What follows belongs to an exercise in optimizing a design on an open flow for small area, a short achievable clock period and few clock cycles per item; a production flow would make more cautious choices.
Function was checked by simulation only, so behaviour that the tests miss may differ from the original.

// intra4x4_pred_engine
module intra4x4_pred_engine #(
    parameter int PIX_W    = 8,
    parameter int BLK_COLS = 64,
    parameter int BLK_ROWS = 64,
    parameter int ADDR_W   = 14
) (
    input  logic                     clk,
    input  logic                     rst_n,
    input  logic                     start,
    input  logic [1:0]               mode_cfg,
    output logic                     fetch_req,
    output logic [ADDR_W-1:0]        fetch_addr,
    input  logic                     fetch_valid,
    input  logic [4*PIX_W-1:0]       fetch_data,
    output logic                     res_valid,
    input  logic                     res_ready,
    output logic [16*(PIX_W+1)-1:0]  res_data,
    output logic [1:0]               res_mode,
    output logic [PIX_W+3:0]         res_sad,
    output logic                     busy,
    output logic                     frame_done
);
export LEC_CHECK = 0
export CAP_MARGIN = 20
export CORE_MARGIN = 2
export CORE_UTILIZATION = 60
export SLEW_MARGIN = 20
create_clock -name core_clock -period 20.0 [get_ports {clk}]
standard.sh (not shown) runs the stock make flow with config.mk's settings and CLKGATE_MAP_FILE= SYNTH_SCRIPT=/design/flow/synth_recipe.tcl, a recipe that flattens the netlist after the stock synthesis.
==> flow/flow/run.sh <==
#!/bin/bash
# Standard ORFS layout with a larger setup repair margin, no CTS dummy loads, clkbuf_8 sink clusters.
bash standard.sh SETUP_SLACK_MARGIN=14.6 "CTS_ARGS=-sink_clustering_enable -repair_clock_nets -dont_use_dummy_load -sink_clustering_size 16 -sink_clustering_max_diameter 50 -buf_list sky130_fd_sc_hd__clkbuf_8 -root_buf sky130_fd_sc_hd__clkbuf_16" finish > standard.log 2>&1
Testbench counts at the start, summed over its fixed seeds: cycles 262,256, blocks 65,536.
Edit:
==> flow/flow/run.sh (replaced) <==
#!/bin/bash
# Standard ORFS layout with a larger setup repair margin, no CTS dummy loads, clkbuf_8 sink clusters.
bash standard.sh SETUP_SLACK_MARGIN=14.8 "CTS_ARGS=-sink_clustering_enable -repair_clock_nets -dont_use_dummy_load -sink_clustering_size 16 -sink_clustering_max_diameter 50 -buf_list sky130_fd_sc_hd__clkbuf_8 -root_buf sky130_fd_sc_hd__clkbuf_16" finish > standard.log 2>&1
After rerunning: Final area is about the same. Wire length fell slightly. Global-route usage fell by 0.15 points.

========
== cedar ==
Another version of the RTL of intra4x4_pred_engine (not shown whole).
For scale: ~4,700 cells after synthesis, about 220 I/O pins.
clock: 20.0 ns
lec_check: 0
cap_margin: 20
core_margin: 2
core_utilization: 60
slew_margin: 20
==> flow/flow/run.sh <==
#!/bin/bash
# Standard ORFS layout with a larger setup repair margin, no CTS dummy loads, clkbuf_8 sink
# clusters, and buf_2 port buffers.
bash standard.sh SETUP_SLACK_MARGIN=14.6 "BUFFER_PORTS_ARGS=-buffer_cell sky130_fd_sc_hd__buf_2" "CTS_ARGS=-sink_clustering_enable -repair_clock_nets -dont_use_dummy_load -sink_clustering_size 16 -sink_clustering_max_diameter 50 -buf_list sky130_fd_sc_hd__clkbuf_8 -root_buf sky130_fd_sc_hd__clkbuf_16" finish > standard.log 2>&1
Testbench counts of cedar, summed over its fixed seeds: cycles 262,256, blocks 65,536.
### cedar -> lagoon
==> flow/flow/run.sh <==
#!/bin/bash
# Standard ORFS layout with a larger setup repair margin, no CTS dummy loads, clkbuf_8 / clkbuf_16 tree.
bash standard.sh SETUP_SLACK_MARGIN=14.6 "CTS_ARGS=-sink_clustering_enable -repair_clock_nets -dont_use_dummy_load -sink_clustering_size 16 -sink_clustering_max_diameter 50 -buf_list {sky130_fd_sc_hd__clkbuf_8 sky130_fd_sc_hd__clkbuf_16} -root_buf sky130_fd_sc_hd__clkbuf_16" finish > standard.log 2>&1
Results
Comparing cedar against lagoon, there is no change at all in synthesized area.
From cedar to lagoon the numbers moved as follows: share of final layout cell area taken by clock buffers and inverters climbed 2.6 points; multi-input logic area climbed about 0.32%; part of the cycle the worst path needs barely changed.

========
== run 1 ==
intra4x4_pred_engine with an RTL version that a note above also has.
For scale: roughly 4,600 cells after synthesis, ~2,800 flip-flops, roughly 220 I/O pins.
Settings: LEC_CHECK=0, CAP_MARGIN=20, CORE_MARGIN=2, CORE_UTILIZATION=60, SLEW_MARGIN=20; clock period 20.0 ns.
==> flow/flow/run.sh <==
#!/bin/bash
# Standard ORFS layout with a larger setup repair margin, no CTS dummy loads, larger sink clusters.
bash standard.sh SETUP_SLACK_MARGIN=14.6 "CTS_ARGS=-sink_clustering_enable -repair_clock_nets -dont_use_dummy_load -sink_clustering_size 20 -sink_clustering_max_diameter 60 -buf_list sky130_fd_sc_hd__clkbuf_8 -root_buf sky130_fd_sc_hd__clkbuf_16" finish > standard.log 2>&1
Run 1 did not stop at any stage, and its layout met the timing, design-rule and antenna checks.
Testbench counts of run 1, summed over its fixed seeds: cycles 262,256, blocks 65,536.
--- input diff run 1..run 2 ---
==> flow/flow/run.sh <==
#!/bin/bash
# Standard ORFS layout with a larger setup repair margin, no CTS dummy loads, clkbuf_8 sink clusters.
bash standard.sh SETUP_SLACK_MARGIN=14.6 "CTS_ARGS=-sink_clustering_enable -repair_clock_nets -dont_use_dummy_load -sink_clustering_size 20 -sink_clustering_max_diameter 45 -buf_list sky130_fd_sc_hd__clkbuf_8 -root_buf sky130_fd_sc_hd__clkbuf_16" finish > standard.log 2>&1
Results
Compound-gate portion of the synthesized area: run 2 vs run 1 identical. Where relative slew slack is concerned, run 1 is better than run 2. Taking run 1 as the reference point, the flop-to-flop setup slack of run 2 falls by 20 ps. On total area of sequential cells, run 1 and run 2 are basically level.
[inputs] run 3 vs run 2
# run 2
export LEC_CHECK = 0
export CAP_MARGIN = 20
export CORE_MARGIN = 2
export CORE_UTILIZATION = 60
export SLEW_MARGIN = 20
create_clock -name core_clock -period 20.0 [get_ports {clk}]
# run 3
export LEC_CHECK = 0
export CAP_MARGIN = 20
export CORE_MARGIN = 2
export CORE_UTILIZATION = 70
export SLEW_MARGIN = 20
create_clock -name core_clock -period 20.0 [get_ports {clk}]
==> flow/flow/run.sh <==
#!/bin/bash
# Standard ORFS layout with a larger setup repair margin, no CTS dummy loads, clkbuf_8 sink clusters.
bash standard.sh SETUP_SLACK_MARGIN=14.6 "CTS_ARGS=-sink_clustering_enable -repair_clock_nets -dont_use_dummy_load -sink_clustering_size 16 -sink_clustering_max_diameter 50 -buf_list sky130_fd_sc_hd__clkbuf_8 -root_buf sky130_fd_sc_hd__clkbuf_16" finish > standard.log 2>&1
Results
Comparing run 3 and run 2, number of tap cells added at floorplan is higher on run 2.
STATUS minimum clock period: run 3 loses against run 2
Worst setup slack for run 3 is lower than for run 2.
| wire length | run 3 vs run 2 | worse |
Number of antenna violations at the first check in global routing: run 3 vs run 2 up 7
Diff run 2 -> run 3: cell area after placement now sits lower, total via count after detailed routing now sits higher.

what the ideal ports hide:
No port has a modelled driver above. Below, the same layouts with a new extraction and two added sets of constraints.
Step 1, drivers: a clkbuf_16 drives clk and a buf_2 each remaining input, both assumed.
Step 2, shift: input delay + t, output delay - t, t = (earliest + latest rising clock arrival at the registers) / 2. This alone moves slack from input paths to output paths.
Three values: ideal, step 1, step 2; two values: the first two.
run | t, ns | setup slack, ns | worst hold slack (ns) | worst setup path after step 2 | worst data-port slew with drivers (ns)
the first run of note 1 | 0.800 | 14.681 / 14.604 / 14.247 | 0.258 / 0.258 / 0.258 | input to register | 0.08
the second run of note 1 | 0.798 | 14.705 / 14.628 / 14.216 | 0.284 / 0.284 / 0.284 | input to register | 0.08
cedar | 0.805 | 14.651 / 14.569 / 14.323 | 0.268 / 0.268 / 0.268 | input to register | 0.06
lagoon | 0.832 | 14.667 / 14.591 / 14.049 | 0.253 / 0.253 / 0.253 | input to register | 0.07
run 1 | 0.784 | 14.679 / 14.605 / 14.265 | 0.238 / 0.238 / 0.238 | input to register | 0.09
run 2 | 0.798 | 14.659 / 14.581 / 14.288 | 0.269 / 0.269 / 0.269 | input to register | 0.09
run 3 | 0.809 | 14.528 / 14.454 / 14.023 | 0.268 / 0.268 / 0.268 | input to register | 0.12
After both steps every run listed still meets setup and hold. For lagoon, which loses most, drivers alone change the setup slack by -0.076 ns; drivers and shift together by -0.618 ns.
